Source: an optimization exercise on an open RTL-to-GDS flow (aim: small area, a short achievable clock period and few clock cycles per item). Production flows keep margins and buffers that such runs may drop. Only simulation tests tie the RTL to the original design; equivalence was not proved. Power figures rest on the tool's default switching activity, not on a simulated workload.

==> v12 <==
==> flow/design.v <==
`default_nettype none
package rv_pkg;
  localparam int XLEN = 32;
  localparam logic [6:0] OPC_OP     = 7'b0110011;
  localparam logic [6:0] OPC_OP_IMM = 7'b0010011;
  localparam logic [6:0] OPC_LUI    = 7'b0110111;
  typedef struct packed {
    logic            sel_add;     
    logic            sel_slt;
    logic            sel_sltu;
    logic            sel_xor;
    logic            sel_or;
    logic            sel_and;
    logic            sel_shr;     
    logic            sel_shl;     
    logic            sub;       
    logic            arith;     
    logic            fwd_a;     
    logic            fwd_ar;    
    logic            fwd_bp;    
    logic            fwd_bn;    
    logic            fwd_s;     
    logic [XLEN-1:0] a;         
    logic [XLEN-1:0] b;         
    logic [4:0]      rd;
    logic            wen;       
    logic            illegal;
  } exe_t;
endpackage
`default_nettype wire
`default_nettype none
module inst_decode (
  input  logic [31:0]             i_inst,
  output logic [4:0]              o_raddr_a,
  output logic [4:0]              o_raddr_b,
  input  logic [rv_pkg::XLEN-1:0] i_rdata_a,
  input  logic [rv_pkg::XLEN-1:0] i_rdata_b,
  input  logic                    i_res_pend,
  input  logic [4:0]              i_res_rd,
  input  logic [rv_pkg::XLEN-1:0] i_res_value,
  input  logic                    i_exe_pend,
  input  logic [4:0]              i_exe_rd,
  output rv_pkg::exe_t            o_exe
);
  logic [6:0]  opc;
  logic [2:0]  f3;
  logic [6:0]  f7;
  logic [4:0]  rs1;
  logic [4:0]  rs2;
  logic        is_op;
  logic        is_imm;
  logic        is_lui;
  logic        check_f7;
  logic        f7_ok;
  logic        illegal;
  logic        alu;
  logic        use_a;
  logic        use_b;
  logic        hit_b;
  logic        sub;
  logic [rv_pkg::XLEN-1:0] va;
  logic [rv_pkg::XLEN-1:0] vb;
  function automatic logic [rv_pkg::XLEN-1:0] rev(input logic [rv_pkg::XLEN-1:0] x);
    for (int i = 0; i < rv_pkg::XLEN; i++) rev[i] = x[rv_pkg::XLEN-1-i];
  endfunction
  assign opc = i_inst[6:0];
  assign f3  = i_inst[14:12];
  assign f7  = i_inst[31:25];
  assign rs1 = i_inst[19:15];
  assign rs2 = i_inst[24:20];
  assign is_op  = (opc == rv_pkg::OPC_OP);
  assign is_imm = (opc == rv_pkg::OPC_OP_IMM);
  assign is_lui = (opc == rv_pkg::OPC_LUI);
  assign check_f7 = is_op || (is_imm && (f3 == 3'd1 || f3 == 3'd5));
  assign f7_ok    = (f7 == 7'h00) || ((f7 == 7'h20) && ((is_op && f3 == 3'd0) || f3 == 3'd5));
  assign illegal  = !(is_op || is_imm || is_lui) || (check_f7 && !f7_ok);
  assign alu      = (is_op || is_imm) && !illegal;
  assign use_a    = alu;
  assign use_b    = alu && is_op;
  assign hit_b = i_exe_pend && (i_exe_rd == rs2);
  assign sub   = alu && ((is_op && f3 == 3'd0 && f7[5]) || f3 == 3'd2 || f3 == 3'd3);
  assign o_raddr_a = rs1;
  assign o_raddr_b = rs2;
  assign va = (i_res_pend && i_res_rd == rs1) ? i_res_value : i_rdata_a;
  assign vb = (i_res_pend && i_res_rd == rs2) ? i_res_value : i_rdata_b;
  always_comb begin
    o_exe = '0;
    o_exe.rd      = i_inst[11:7];
    o_exe.illegal = illegal;
    o_exe.wen     = !illegal && (i_inst[11:7] != 5'd0);
    o_exe.fwd_a   = use_a && i_exe_pend && (i_exe_rd == rs1) && (f3 != 3'd1);
    o_exe.fwd_ar  = use_a && i_exe_pend && (i_exe_rd == rs1) && (f3 == 3'd1);
    o_exe.fwd_bp  = use_b && hit_b && !sub;
    o_exe.fwd_bn  = use_b && hit_b && sub;
    o_exe.fwd_s   = use_b && hit_b && (f3 == 3'd1 || f3 == 3'd5);
    o_exe.sel_add = 1'b1;
    if (alu) begin
      o_exe.sel_add = 1'b0;
      case (f3)
        3'd0: begin
          o_exe.sel_add = 1'b1;
          o_exe.sub     = is_op && f7[5];
        end
        3'd1: o_exe.sel_shl = 1'b1;
        3'd2: begin
          o_exe.sel_slt = 1'b1;
          o_exe.sub     = 1'b1;
        end
        3'd3: begin
          o_exe.sel_sltu = 1'b1;
          o_exe.sub      = 1'b1;
        end
        3'd4: o_exe.sel_xor = 1'b1;
        3'd5: begin
          o_exe.sel_shr = 1'b1;
          o_exe.arith   = f7[5];
        end
        3'd6: o_exe.sel_or = 1'b1;
        default: o_exe.sel_and = 1'b1;
      endcase
    end
    if (use_a && !(i_exe_pend && (i_exe_rd == rs1))) o_exe.a = (alu && f3 == 3'd1) ? rev(va) : va;
    if (use_b)       o_exe.b = hit_b ? '0 : vb ^ {rv_pkg::XLEN{sub}};
    else if (alu)    o_exe.b = {{20{i_inst[31]}}, i_inst[31:20]} ^ {rv_pkg::XLEN{sub}};
    else if (is_lui) o_exe.b = {i_inst[31:12], 12'h000};
  end
endmodule
`default_nettype wire
`default_nettype none
module reg_file #(
  parameter logic [31:0] RESET_VALUE = 32'h0000_0000
) (
  input  logic                    clk,
  input  logic                    i_reset,
  input  logic [4:0]              i_raddr_a,
  input  logic [4:0]              i_raddr_b,
  output logic [rv_pkg::XLEN-1:0] o_rdata_a,
  output logic [rv_pkg::XLEN-1:0] o_rdata_b,
  input  logic                    i_wen,
  input  logic [4:0]              i_waddr,
  input  logic [rv_pkg::XLEN-1:0] i_wdata
);
  logic [rv_pkg::XLEN-1:0] regs [1:31];
  logic [rv_pkg::XLEN-1:0] wdata;
  assign wdata = i_reset ? RESET_VALUE : i_wdata;
  for (genvar i = 1; i < 32; i++) begin : g_reg
    always_ff @(posedge clk) begin
      if (i_reset || (i_wen && i_waddr == i[4:0])) regs[i] <= wdata;
    end
  end
  always_comb begin
    o_rdata_a = '0;
    o_rdata_b = '0;
    for (int i = 1; i < 32; i++) begin
      o_rdata_a = o_rdata_a | ({rv_pkg::XLEN{i_raddr_a == i[4:0]}} & regs[i]);
      o_rdata_b = o_rdata_b | ({rv_pkg::XLEN{i_raddr_b == i[4:0]}} & regs[i]);
    end
  end
endmodule
`default_nettype wire
`default_nettype none
module alu_execute (
  input  rv_pkg::exe_t            i_exe,
  input  logic [rv_pkg::XLEN-1:0] i_res_value,
  input  logic                    i_hold,
  output logic [rv_pkg::XLEN-1:0] o_value
);
  localparam int XLEN = rv_pkg::XLEN;
  logic [XLEN-1:0] a;
  logic [XLEN-1:0] b;
  logic [4:0]      shamt;
  logic [XLEN-1:0] other;
  logic [XLEN:0]   sum;
  logic            lt;
  logic            ltu;
  logic [XLEN:0]   shx;
  logic [XLEN-1:0] shr;
  function automatic logic [rv_pkg::XLEN-1:0] rev(input logic [rv_pkg::XLEN-1:0] x);
    for (int i = 0; i < rv_pkg::XLEN; i++) rev[i] = x[rv_pkg::XLEN-1-i];
  endfunction
  assign a = ({XLEN{i_exe.fwd_a}}  & i_res_value)
           | ({XLEN{i_exe.fwd_ar}} & rev(i_res_value))
           | i_exe.a;
  assign b = ({XLEN{i_exe.fwd_bp}} & i_res_value)
           | ({XLEN{i_exe.fwd_bn}} & ~i_res_value)
           | i_exe.b;
  assign shamt = i_exe.fwd_s ? i_res_value[4:0] : i_exe.b[4:0];
  logic [XLEN-1:0] p0;
  logic [XLEN-1:0] gk [0:5];
  logic [XLEN-1:0] pk [0:5];
  assign p0    = a ^ b;
  assign gk[0] = (a & b) | {{(XLEN-1){1'b0}}, p0[0] & i_exe.sub};
  assign pk[0] = p0;
  for (genvar l = 0; l < 5; l++) begin : g_lvl
    for (genvar i = 0; i < XLEN; i++) begin : g_bit
      if (i >= (1 << l)) begin : g_op
        assign gk[l+1][i] = gk[l][i] | (pk[l][i] & gk[l][i - (1 << l)]);
        assign pk[l+1][i] = pk[l][i] & pk[l][i - (1 << l)];
      end else begin : g_pass
        assign gk[l+1][i] = gk[l][i];
        assign pk[l+1][i] = pk[l][i];
      end
    end
  end
  assign sum = {gk[5][XLEN-1], p0 ^ {gk[5][XLEN-2:0], i_exe.sub}};
  assign ltu = !sum[XLEN];
  assign lt  = (a[XLEN-1] == b[XLEN-1]) ? a[XLEN-1] : sum[XLEN-1];
  assign shx = $signed({i_exe.arith && a[XLEN-1], a}) >>> shamt;
  assign shr = shx[XLEN-1:0];
  assign other = ({XLEN{i_exe.sel_slt  && !i_hold}} & {{(XLEN-1){1'b0}}, lt})
               | ({XLEN{i_exe.sel_sltu && !i_hold}} & {{(XLEN-1){1'b0}}, ltu})
               | ({XLEN{i_exe.sel_xor  && !i_hold}} & (a ^ b))
               | ({XLEN{i_exe.sel_or   && !i_hold}} & (a | b))
               | ({XLEN{i_exe.sel_and  && !i_hold}} & (a & b))
               | ({XLEN{i_exe.sel_shr  && !i_hold}} & shr)
               | ({XLEN{i_exe.sel_shl  && !i_hold}} & rev(shr))
               | ({XLEN{i_hold}} & i_res_value);
  assign o_value = ({XLEN{i_exe.sel_add && !i_hold}} & sum[XLEN-1:0]) | other;
endmodule
`default_nettype wire
`default_nettype none
module writeback_stage (
  input  logic                    clk,
  input  logic                    i_reset,
  input  logic                    i_valid,
  input  logic [4:0]              i_rd,
  input  logic [rv_pkg::XLEN-1:0] i_value,
  input  logic                    i_wen,
  input  logic                    i_illegal,
  output logic                    o_ready,
  output logic                    o_valid,
  output logic [4:0]              o_rd,
  output logic [rv_pkg::XLEN-1:0] o_value,
  output logic                    o_illegal,
  output logic                    o_pend,
  input  logic                    i_ready
);
  logic wen_q;
  assign o_ready = !o_valid || i_ready;
  assign o_pend  = o_valid && wen_q;
  always_ff @(posedge clk) begin
    if (i_reset) begin
      o_valid <= 1'b0;
    end else if (o_ready) begin
      o_valid <= i_valid;
    end
  end
  always_ff @(posedge clk) begin
    o_value <= i_value;
  end
  always_ff @(posedge clk) begin
    if (i_valid && o_ready) begin
      o_rd      <= i_rd;
      wen_q     <= i_wen;
      o_illegal <= i_illegal;
    end
  end
endmodule
`default_nettype wire
`default_nettype none
module int_core #(
  parameter logic [31:0] RESET_VALUE = 32'h0000_1000
) (
  input  logic                    clk,
  input  logic                    i_reset,
  input  logic                    i_inst_valid,
  input  logic [31:0]             i_inst,
  output logic                    o_inst_ready,
  output logic                    o_wb_valid,
  output logic [4:0]              o_wb_rd,
  output logic [rv_pkg::XLEN-1:0] o_wb_value,
  output logic                    o_wb_illegal,
  input  logic                    i_wb_ready
);
  logic [4:0]              raddr_a;
  logic [4:0]              raddr_b;
  logic [rv_pkg::XLEN-1:0] rdata_a;
  logic [rv_pkg::XLEN-1:0] rdata_b;
  logic                    res_pend;
  logic                    res_ready;
  rv_pkg::exe_t            dec;
  logic                    exe_valid;
  rv_pkg::exe_t            exe;
  logic [rv_pkg::XLEN-1:0] alu_value;
  logic                    fet_valid;
  logic [31:0]             fet_inst;
  logic                    fet_ready;
  logic                    exe_ready;
  reg_file #(
    .RESET_VALUE (RESET_VALUE)
  ) u_reg_file (
    .clk       (clk),
    .i_reset   (i_reset),
    .i_raddr_a (raddr_a),
    .i_raddr_b (raddr_b),
    .o_rdata_a (rdata_a),
    .o_rdata_b (rdata_b),
    .i_wen     (res_pend),
    .i_waddr   (o_wb_rd),
    .i_wdata   (o_wb_value)
  );
  inst_decode u_decode (
    .i_inst      (fet_inst),
    .o_raddr_a   (raddr_a),
    .o_raddr_b   (raddr_b),
    .i_rdata_a   (rdata_a),
    .i_rdata_b   (rdata_b),
    .i_res_pend  (res_pend),
    .i_res_rd    (o_wb_rd),
    .i_res_value (o_wb_value),
    .i_exe_pend  (exe_valid && exe.wen),
    .i_exe_rd    (exe.rd),
    .o_exe       (dec)
  );
  assign o_inst_ready = fet_ready;
  assign fet_ready    = !fet_valid || exe_ready;
  assign exe_ready    = !exe_valid || res_ready;
  always_ff @(posedge clk) begin
    if (i_reset) begin
      fet_valid <= 1'b0;
    end else if (fet_ready) begin
      fet_valid <= i_inst_valid;
    end
  end
  always_ff @(posedge clk) begin
    if (fet_ready && i_inst_valid) begin
      fet_inst <= i_inst;
    end
  end
  always_ff @(posedge clk) begin
    if (i_reset) begin
      exe_valid <= 1'b0;
    end else if (exe_ready) begin
      exe_valid <= fet_valid;
    end
  end
  always_ff @(posedge clk) begin
    if (fet_valid && exe_ready) begin
      exe <= dec;
    end
  end
  alu_execute u_execute (
    .i_exe       (exe),
    .i_res_value (o_wb_value),
    .i_hold      (!res_ready),
    .o_value     (alu_value)
  );
  writeback_stage u_writeback (
    .clk       (clk),
    .i_reset   (i_reset),
    .i_valid   (exe_valid),
    .i_rd      (exe.rd),
    .i_value   (alu_value),
    .i_wen     (exe.wen),
    .i_illegal (exe.illegal),
    .o_ready   (res_ready),
    .o_valid   (o_wb_valid),
    .o_rd      (o_wb_rd),
    .o_value   (o_wb_value),
    .o_illegal (o_wb_illegal),
    .o_pend    (res_pend),
    .i_ready   (i_wb_ready)
  );
endmodule
`default_nettype wire
==> flow/run.sh <==
#!/bin/bash
# synth_recipe.tcl (not shown) runs the flow's synth.tcl, then flattens the netlist and writes it again
# the make line also repeats each setting of config.mk as NAME=value (left out here)
make -C /OpenROAD-flow-scripts/flow DESIGN_CONFIG=/design/flow/config.mk WORK_HOME=/design/flow/orfs CLKGATE_MAP_FILE= SYNTH_SCRIPT=/design/flow/synth_recipe.tcl finish
==> flow/config.mk <==
export PLATFORM = sky130hd
export DESIGN_NAME = int_core
export DESIGN_NICKNAME = int_core
export VERILOG_FILES = /design/flow/design.v
export SDC_FILE = /design/flow/constraint.sdc
export NUM_CORES = 4
export LEC_CHECK = 0
export CAP_MARGIN = 20
export CORE_MARGIN = 2
export CORE_UTILIZATION = 45
export CTS_BUF_LIST = sky130_fd_sc_hd__clkbuf_8 sky130_fd_sc_hd__clkbuf_16
export CTS_CLUSTER_DIAMETER = 80
export CTS_CLUSTER_SIZE = 20
export PLACE_DENSITY = 0.55
export SETUP_SLACK_MARGIN = 3.5
export SLEW_MARGIN = 20
==> flow/constraint.sdc <==
create_clock -name core_clock -period 7.0 [get_ports {clk}]
set_input_delay 1.4000 -clock core_clock [delete_from_list [all_inputs] [get_ports {clk}]]
set_output_delay 1.4000 -clock core_clock [all_outputs]
set_load 0.01 [all_outputs]
==> inputs of v23, as changes to v12 <==
--- a/flow/design.v
+++ b/flow/design.v
@@ -16,12 +16,9 @@
     logic            sub;       
     logic            arith;     
     logic            fwd_a;     
-    logic            fwd_ar;    
-    logic            fwd_bp;    
-    logic            fwd_bn;    
-    logic            fwd_s;     
-    logic [XLEN-1:0] a;         
-    logic [XLEN-1:0] b;         
+    logic            fwd_b;     
+    logic [XLEN-1:0] a;
+    logic [XLEN-1:0] b;
     logic [4:0]      rd;
     logic            wen;       
     logic            illegal;
@@ -56,8 +53,6 @@
   logic        alu;
   logic        use_a;
   logic        use_b;
-  logic        hit_b;
-  logic        sub;
   logic [rv_pkg::XLEN-1:0] va;
   logic [rv_pkg::XLEN-1:0] vb;
   function automatic logic [rv_pkg::XLEN-1:0] rev(input logic [rv_pkg::XLEN-1:0] x);
@@ -77,8 +72,6 @@
   assign alu      = (is_op || is_imm) && !illegal;
   assign use_a    = alu;
   assign use_b    = alu && is_op;
-  assign hit_b = i_exe_pend && (i_exe_rd == rs2);
-  assign sub   = alu && ((is_op && f3 == 3'd0 && f7[5]) || f3 == 3'd2 || f3 == 3'd3);
   assign o_raddr_a = rs1;
   assign o_raddr_b = rs2;
   assign va = (i_res_pend && i_res_rd == rs1) ? i_res_value : i_rdata_a;
@@ -88,11 +81,8 @@
     o_exe.rd      = i_inst[11:7];
     o_exe.illegal = illegal;
     o_exe.wen     = !illegal && (i_inst[11:7] != 5'd0);
-    o_exe.fwd_a   = use_a && i_exe_pend && (i_exe_rd == rs1) && (f3 != 3'd1);
-    o_exe.fwd_ar  = use_a && i_exe_pend && (i_exe_rd == rs1) && (f3 == 3'd1);
-    o_exe.fwd_bp  = use_b && hit_b && !sub;
-    o_exe.fwd_bn  = use_b && hit_b && sub;
-    o_exe.fwd_s   = use_b && hit_b && (f3 == 3'd1 || f3 == 3'd5);
+    o_exe.fwd_a   = use_a && i_exe_pend && (i_exe_rd == rs1);
+    o_exe.fwd_b   = use_b && i_exe_pend && (i_exe_rd == rs2);
     o_exe.sel_add = 1'b1;
     if (alu) begin
       o_exe.sel_add = 1'b0;
@@ -119,9 +109,9 @@
         default: o_exe.sel_and = 1'b1;
       endcase
     end
-    if (use_a && !(i_exe_pend && (i_exe_rd == rs1))) o_exe.a = (alu && f3 == 3'd1) ? rev(va) : va;
-    if (use_b)       o_exe.b = hit_b ? '0 : vb ^ {rv_pkg::XLEN{sub}};
-    else if (alu)    o_exe.b = {{20{i_inst[31]}}, i_inst[31:20]} ^ {rv_pkg::XLEN{sub}};
+    if (use_a) o_exe.a = (alu && f3 == 3'd1) ? rev(va) : va;
+    if (use_b)       o_exe.b = vb;
+    else if (alu)    o_exe.b = {{20{i_inst[31]}}, i_inst[31:20]};
     else if (is_lui) o_exe.b = {i_inst[31:12], 12'h000};
   end
 endmodule
@@ -162,14 +152,12 @@
 module alu_execute (
   input  rv_pkg::exe_t            i_exe,
   input  logic [rv_pkg::XLEN-1:0] i_res_value,
-  input  logic                    i_hold,
   output logic [rv_pkg::XLEN-1:0] o_value
 );
   localparam int XLEN = rv_pkg::XLEN;
   logic [XLEN-1:0] a;
   logic [XLEN-1:0] b;
-  logic [4:0]      shamt;
-  logic [XLEN-1:0] other;
+  logic [XLEN-1:0] bx;
   logic [XLEN:0]   sum;
   logic            lt;
   logic            ltu;
@@ -178,44 +166,22 @@
   function automatic logic [rv_pkg::XLEN-1:0] rev(input logic [rv_pkg::XLEN-1:0] x);
     for (int i = 0; i < rv_pkg::XLEN; i++) rev[i] = x[rv_pkg::XLEN-1-i];
   endfunction
-  assign a = ({XLEN{i_exe.fwd_a}}  & i_res_value)
-           | ({XLEN{i_exe.fwd_ar}} & rev(i_res_value))
-           | i_exe.a;
-  assign b = ({XLEN{i_exe.fwd_bp}} & i_res_value)
-           | ({XLEN{i_exe.fwd_bn}} & ~i_res_value)
-           | i_exe.b;
-  assign shamt = i_exe.fwd_s ? i_res_value[4:0] : i_exe.b[4:0];
-  logic [XLEN-1:0] p0;
-  logic [XLEN-1:0] gk [0:5];
-  logic [XLEN-1:0] pk [0:5];
-  assign p0    = a ^ b;
-  assign gk[0] = (a & b) | {{(XLEN-1){1'b0}}, p0[0] & i_exe.sub};
-  assign pk[0] = p0;
-  for (genvar l = 0; l < 5; l++) begin : g_lvl
-    for (genvar i = 0; i < XLEN; i++) begin : g_bit
-      if (i >= (1 << l)) begin : g_op
-        assign gk[l+1][i] = gk[l][i] | (pk[l][i] & gk[l][i - (1 << l)]);
-        assign pk[l+1][i] = pk[l][i] & pk[l][i - (1 << l)];
-      end else begin : g_pass
-        assign gk[l+1][i] = gk[l][i];
-        assign pk[l+1][i] = pk[l][i];
-      end
-    end
-  end
-  assign sum = {gk[5][XLEN-1], p0 ^ {gk[5][XLEN-2:0], i_exe.sub}};
+  assign a = i_exe.fwd_a ? (i_exe.sel_shl ? rev(i_res_value) : i_res_value) : i_exe.a;
+  assign b = i_exe.fwd_b ? i_res_value : i_exe.b;
+  assign bx  = b ^ {XLEN{i_exe.sub}};
+  assign sum = {1'b0, a} + {1'b0, bx} + {{XLEN{1'b0}}, i_exe.sub};
   assign ltu = !sum[XLEN];
-  assign lt  = (a[XLEN-1] == b[XLEN-1]) ? a[XLEN-1] : sum[XLEN-1];
-  assign shx = $signed({i_exe.arith && a[XLEN-1], a}) >>> shamt;
+  assign lt  = (a[XLEN-1] ^ b[XLEN-1]) ? a[XLEN-1] : sum[XLEN-1];
+  assign shx = $signed({i_exe.arith && a[XLEN-1], a}) >>> b[4:0];
   assign shr = shx[XLEN-1:0];
-  assign other = ({XLEN{i_exe.sel_slt  && !i_hold}} & {{(XLEN-1){1'b0}}, lt})
-               | ({XLEN{i_exe.sel_sltu && !i_hold}} & {{(XLEN-1){1'b0}}, ltu})
-               | ({XLEN{i_exe.sel_xor  && !i_hold}} & (a ^ b))
-               | ({XLEN{i_exe.sel_or   && !i_hold}} & (a | b))
-               | ({XLEN{i_exe.sel_and  && !i_hold}} & (a & b))
-               | ({XLEN{i_exe.sel_shr  && !i_hold}} & shr)
-               | ({XLEN{i_exe.sel_shl  && !i_hold}} & rev(shr))
-               | ({XLEN{i_hold}} & i_res_value);
-  assign o_value = ({XLEN{i_exe.sel_add && !i_hold}} & sum[XLEN-1:0]) | other;
+  assign o_value = ({XLEN{i_exe.sel_add}}  & sum[XLEN-1:0])
+                 | ({XLEN{i_exe.sel_slt}}  & {{(XLEN-1){1'b0}}, lt})
+                 | ({XLEN{i_exe.sel_sltu}} & {{(XLEN-1){1'b0}}, ltu})
+                 | ({XLEN{i_exe.sel_xor}} & (a ^ b))
+                 | ({XLEN{i_exe.sel_or}}  & (a | b))
+                 | ({XLEN{i_exe.sel_and}} & (a & b))
+                 | ({XLEN{i_exe.sel_shr}}  & shr)
+                 | ({XLEN{i_exe.sel_shl}}  & rev(shr));
 endmodule
 `default_nettype wire
 `default_nettype none
@@ -246,11 +212,9 @@
     end
   end
   always_ff @(posedge clk) begin
-    o_value <= i_value;
-  end
-  always_ff @(posedge clk) begin
     if (i_valid && o_ready) begin
       o_rd      <= i_rd;
+      o_value   <= i_value;
       wen_q     <= i_wen;
       o_illegal <= i_illegal;
     end
@@ -282,10 +246,6 @@
   logic                    exe_valid;
   rv_pkg::exe_t            exe;
   logic [rv_pkg::XLEN-1:0] alu_value;
-  logic                    fet_valid;
-  logic [31:0]             fet_inst;
-  logic                    fet_ready;
-  logic                    exe_ready;
   reg_file #(
     .RESET_VALUE (RESET_VALUE)
   ) u_reg_file (
@@ -295,12 +255,12 @@
     .i_raddr_b (raddr_b),
     .o_rdata_a (rdata_a),
     .o_rdata_b (rdata_b),
-    .i_wen     (res_pend),
+    .i_wen     (res_pend && i_wb_ready),
     .i_waddr   (o_wb_rd),
     .i_wdata   (o_wb_value)
   );
   inst_decode u_decode (
-    .i_inst      (fet_inst),
+    .i_inst      (i_inst),
     .o_raddr_a   (raddr_a),
     .o_raddr_b   (raddr_b),
     .i_rdata_a   (rdata_a),
@@ -312,37 +272,22 @@
     .i_exe_rd    (exe.rd),
     .o_exe       (dec)
   );
-  assign o_inst_ready = fet_ready;
-  assign fet_ready    = !fet_valid || exe_ready;
-  assign exe_ready    = !exe_valid || res_ready;
-  always_ff @(posedge clk) begin
-    if (i_reset) begin
-      fet_valid <= 1'b0;
-    end else if (fet_ready) begin
-      fet_valid <= i_inst_valid;
-    end
-  end
-  always_ff @(posedge clk) begin
-    if (fet_ready && i_inst_valid) begin
-      fet_inst <= i_inst;
-    end
-  end
+  assign o_inst_ready = !exe_valid || res_ready;
   always_ff @(posedge clk) begin
     if (i_reset) begin
       exe_valid <= 1'b0;
-    end else if (exe_ready) begin
-      exe_valid <= fet_valid;
+    end else if (o_inst_ready) begin
+      exe_valid <= i_inst_valid;
     end
   end
   always_ff @(posedge clk) begin
-    if (fet_valid && exe_ready) begin
+    if (i_inst_valid && o_inst_ready) begin
       exe <= dec;
     end
   end
   alu_execute u_execute (
     .i_exe       (exe),
     .i_res_value (o_wb_value),
-    .i_hold      (!res_ready),
     .o_value     (alu_value)
   );
   writeback_stage u_writeback (
CORE_UTILIZATION = 40   (was 45)
CTS_BUF_LIST = not set   (was sky130_fd_sc_hd__clkbuf_8 sky130_fd_sc_hd__clkbuf_16)
CTS_CLUSTER_DIAMETER = not set   (was 80)
CTS_CLUSTER_SIZE = not set   (was 20)
PLACE_DENSITY = 0.6   (was 0.55)
SETUP_SLACK_MARGIN = not set   (was 3.5)
==> impl_results.md <==
* Status: finished clean
* NumNets Final at between 4000 and 5000
* Final std cells w/o fill at about 6100
* Relative slew slack at under 10%
* # resized after CTS at 0
* P_sw at between 0.004 and 0.005 W
* Post-Synth Simple-Gate Area at roughly 7.5%
* Row count at approximately 130
* Worst Slack Setup Final at between 1 and 1.5 ns
* NonClk Buf Share at ~4.2%
* Sink Count at 1116
* CP arrival at a little over 6 ns
* Seq pwr share at 49.2%
* Initial Utilization at just over 40%
* Via count at around 47000
* RSZ-0062 raised after global routing: false
* Layout cells sized above 1 at 13.3%
* R2R setup slack at approximately 1.4 ns
* CTS Buf Count at 117
* Worst slack, placed at roughly 0.91 ns
* Met3 Use GR at between 15 and 20%
That was v23.
==> impl_results.md <==
* Worst Slack Setup Final at 3.35 ns
* NonClk Buf Share at 5.77%
* # resized after CTS at approximately 160
* R2R setup slack at approximately 3.3 ns
* Final std cells w/o fill at 6256
* Via count at 47900
* CP delay by family, top: simple AND/OR/NAND/NOR gates
* NumNets Final at 4700
* Seq pwr share at between 50 and 60%
* Layout cells sized above 1 at between 15 and 20%
* Sink Count at ~1200
* Post-Synth Simple-Gate Area at under 10%
* Synth area leaders: edfxtp_1 61%, a22oi_1 12%, nand2_1 3.3%
* P_sw at around 0.0043 W
* R2R depth at 10
* Worst slack, placed at around 2.5 ns
* CTS Buf Count at between 70 and 80
* CP arrival at approximately 4.2 ns
* Row count at between 100 and 150
* GP Congestion at between 0.9 and 1
* Status: finished clean
That was v12.
Testbench counts of v12, summed over its fixed seeds: cycles 16,024, items 16,000.
Testbench counts of v23, summed over its fixed seeds: cycles 16,016, items 16,000.

==> port drivers added, routing unchanged <==
How much do the figures lean on ideal ports? The routed layouts below were timed once more, with nothing changed but the port constraints.
Step 1, drivers: a clkbuf_16 drives clk and a buf_2 each remaining input, both assumed.
Step 2 moves the port delays by t, midway between the first and last clock arrival at a register: inputs arrive t later, outputs are due t later. That takes back most of the time a late clock gives input paths.
Slacks: ideal / step 1 / step 2; pairs: ideal / step 1.
| run | t, ns | setup slack, ns | worst hold slack (ns) |
|---|---|---|---|
| v12 | 0.782 | 3.348 / 3.348 / 2.775 | 0.428 / 0.428 / 0.428 |
| v23 | 0.854 | 1.439 / 1.440 / 0.637 | 0.439 / 0.439 / 0.439 |
After both steps setup and hold are still met in every run listed. The setup slack of v23, which loses most, moves by +0.001 ns with the drivers and by -0.802 ns with both steps.
